What follows belongs to an exercise in optimizing a design on an open flow for small area, a short achievable clock period and few clock cycles per item; a production flow would make more cautious choices. In this exercise RTL edits were held to simulation tests only and were not proved equivalent to the original.

## build 20
// des_core
module des_core
(
	input  logic        clk,
	input  logic        rst,
	input  logic        i_start,
	input  logic        i_mode,
	input  logic [63:0] i_key,
	input  logic [63:0] i_block,
	output logic        o_valid,
	output logic [63:0] o_block
);
Size in the first run: roughly 1,600 cells after synthesis, roughly 200 I/O pins.
Settings: LEC_CHECK=0, CAP_MARGIN=20, CORE_MARGIN=2, CORE_UTILIZATION=65, SLEW_MARGIN=20; clock period 4.0 ns.
run.sh (not shown) runs the stock make flow with config.mk's settings and CLKGATE_MAP_FILE= SYNTH_SCRIPT=/design/flow/synth_recipe.tcl, a recipe that flattens the netlist after the stock synthesis.
Testbench counts of build 20, summed over its fixed seeds: cycles 43,200, items 2,400.
> inputs changed (build 20 -> build 37)
Settings: CORE_UTILIZATION: 65 -> 55.
==> flow/flow/run.sh (new file) <==
#!/bin/bash
# Own layout flow: the standard ORFS flow with two changes.
#  1. Synthesis: ORFS's synthesis script unchanged, but with an area-oriented ABC
#     script (flow/abc_map.script) and without the half/full-adder extraction.
#  2. Port buffers: buffer_ports uses the smallest buffer (buf_1).
# Every tool's output goes to the ORFS logs under orfs/logs and to flow_*.log here.
set -euo pipefail
WORK=$(pwd)
R=$WORK/orfs/results/$FLOW_PLATFORM/des_core/base

# private copy of the ORFS scripts folder for synthesis, with our ABC script
rm -rf "$WORK/synth_scripts"
cp -r "$FLOW_HOME/scripts" "$WORK/synth_scripts"
cp "$WORK/flow/abc_map.script" "$WORK/synth_scripts/abc_area.script"

SCRIPTS_DIR="$WORK/synth_scripts" ABC_AREA=1 ADDER_MAP_FILE= \
	bash standard.sh synth > "$WORK/flow_synth.log" 2>&1

BUFFER_PORTS_ARGS="-buffer_cell sky130_fd_sc_hd__buf_1" \
	bash standard.sh > "$WORK/flow_layout.log" 2>&1
==> flow/flow/abc_map.script (new file) <==
strash; ifraig; dc2; dch -f; map -a; topo
==> flow/standard.sh (new file) <==
#!/bin/bash
# synth_recipe.tcl (not shown) runs the flow's synth.tcl, then flattens the netlist and writes it again
# the make line also repeats each setting of config.mk as NAME=value (left out here)
make -C /OpenROAD-flow-scripts/flow DESIGN_CONFIG=/design/flow/config.mk WORK_HOME=/design/flow/orfs CLKGATE_MAP_FILE= SYNTH_SCRIPT=/design/flow/synth_recipe.tcl "${@:-finish}"
removed: flow/run.sh
## What came out
- Between build 20 and build 37, simple-gate portion of the synthesized area increased.
- Compared with build 20, in build 37 share of post-route cells with drive strength above 1 has decreased; detailed-router iteration count before antenna repair has increased.
- When build 37 is set beside build 20, its multi-input combinational gate total turns out to be 226 smaller.
Here is what was changed in the inputs of build 78 compared with build 37.
Settings: CORE_UTILIZATION: 55 -> 40.
==> flow/run.sh (new file) <==
#!/bin/bash
# synth_recipe.tcl (not shown) runs the flow's synth.tcl, then flattens the netlist and writes it again
# the make line also repeats each setting of config.mk as NAME=value (left out here)
make -C /OpenROAD-flow-scripts/flow DESIGN_CONFIG=/design/flow/config.mk WORK_HOME=/design/flow/orfs CLKGATE_MAP_FILE= SYNTH_SCRIPT=/design/flow/synth_recipe.tcl finish
removed: flow/flow/run.sh
removed: flow/flow/abc_map.script
removed: flow/standard.sh
[summary]
Count of clock-buffer cells in the layout delta for build 78 relative to build 37: 3 higher
Diff build 37 -> build 78 | post-route clock period utilization | increase of 5.3 points
Build 78 vs build 37: fraction of area in non-clock buffers up in build 78
Going from build 37 to build 78, synthesized cell count grew by more than 10%.
### build 78 -> build 81
Settings: CORE_UTILIZATION: 40 -> 55; SETUP_SLACK_MARGIN: unset -> 1.5.
==> flow/flow/run.sh (new file) <==
#!/bin/bash
# Own layout flow: the standard ORFS flow with two changes.
#  1. Synthesis: ORFS's synthesis script unchanged, but with an area-oriented ABC
#     script (flow/abc_map.script) and without the half/full-adder extraction.
#  2. Port buffers: buffer_ports uses the smallest buffer (buf_1).
# Every tool's output goes to the ORFS logs under orfs/logs and to flow_*.log here.
set -euo pipefail
WORK=$(pwd)
R=$WORK/orfs/results/$FLOW_PLATFORM/des_core/base

# private copy of the ORFS scripts folder for synthesis, with our ABC script
rm -rf "$WORK/synth_scripts"
cp -r "$FLOW_HOME/scripts" "$WORK/synth_scripts"
cp "$WORK/flow/abc_map.script" "$WORK/synth_scripts/abc_area.script"

SCRIPTS_DIR="$WORK/synth_scripts" ABC_AREA=1 ADDER_MAP_FILE= \
	bash standard.sh synth > "$WORK/flow_synth.log" 2>&1

BUFFER_PORTS_ARGS="-buffer_cell sky130_fd_sc_hd__buf_1" \
	bash standard.sh > "$WORK/flow_layout.log" 2>&1
==> flow/flow/abc_map.script (new file) <==
strash; ifraig; dc2; dch -f; map -a; topo
==> flow/standard.sh (new file) <==
#!/bin/bash
# synth_recipe.tcl (not shown) runs the flow's synth.tcl, then flattens the netlist and writes it again
# the make line also repeats each setting of config.mk as NAME=value (left out here)
make -C /OpenROAD-flow-scripts/flow DESIGN_CONFIG=/design/flow/config.mk WORK_HOME=/design/flow/orfs CLKGATE_MAP_FILE= SYNTH_SCRIPT=/design/flow/synth_recipe.tcl "${@:-finish}"
removed: flow/run.sh
--- outcome ---
Build 81: all stages complete, timing, DRC and antenna checks passed. Per the comparison of build 81 with build 78, register share of the cell area has increased; total area of sequential cells has remained practically unchanged. cd[6] as the end point of the critical path was reported by build 81, and r_q[30] by build 78. Across both runs, final design instance area without fill was lower for build 81 than for build 78. Max fraction of layout cells with a size suffix above 1 across build 81 and build 78: build 81.

des_core again, from the RTL that the note above started with.
export LEC_CHECK = 0
export ABC_AREA = 1
export CAP_MARGIN = 20
export CORE_MARGIN = 2
export CORE_UTILIZATION = 55
export SLEW_MARGIN = 20
create_clock -name core_clock -period 4.0 [get_ports {clk}]
Stock flow here: none of the scripts above is used.
Testbench counts at the start, summed over its fixed seeds: cycles 43,200, items 2,400.
==> next run, changes <==
--- a/flow/config.mk
+++ b/flow/config.mk
@@ -8 +7,0 @@
-export ABC_AREA = 1
@@ -11,0 +11 @@
+export SETUP_SLACK_MARGIN = 0.8
Core utilization went up by 0.69 points.
Routed wire length is lower by 11%.
Via count went down by about 17%.
Maximum frequency hardly moves.
Area after synthesis is about the same.

port drivers added, routing unchanged:
Ports are ideal in the flow. The routed layouts listed here were re-timed in OpenROAD.
Step 1 (the two cells are an assumption about what drives the block):
set clk [get_ports {clk}]
set_driving_cell -lib_cell sky130_fd_sc_hd__clkbuf_16 $clk
set_driving_cell -lib_cell sky130_fd_sc_hd__buf_2 [delete_from_list [all_inputs] $clk]
Step 2 also shifts input and output timing later by t, the mid clock arrival at the registers, as if the neighbouring blocks saw the same clock.
a / b / c = ideal ports / drivers / drivers and shift; a / b = the first two.
run	t, ns	slack for setup (ns)	hold slack, ns	latest minus earliest clock arrival (ns)	slew at the worst register clock pin (ns)
build 20	0.473	0.887 / 0.887 / 0.887	0.466 / 0.466 / 0.466	0.016 / 0.016	0.07 / 0.07
build 37	0.474	1.053 / 1.053 / 0.674	0.164 / 0.144 / 0.470	0.009 / 0.009	0.07 / 0.07
build 78	0.475	0.842 / 0.832 / 0.842	0.475 / 0.475 / 0.475	0.012 / 0.012	0.07 / 0.07
build 81	0.469	1.546 / 1.546 / 1.425	0.183 / 0.156 / 0.478	0.006 / 0.007	0.06 / 0.06
the first run of note 2	0.482	0.986 / 0.936 / 1.004	0.467 / 0.467 / 0.467	0.009 / 0.009	0.07 / 0.07
the second run of note 2	0.475	0.994 / 0.961 / 0.994	0.474 / 0.474 / 0.474	0.017 / 0.017	0.07 / 0.07
After both steps setup and hold are still met in every run listed. The setup slack of build 37, which loses most, moves by 0.000 ns with the drivers and by -0.379 ns with both steps.
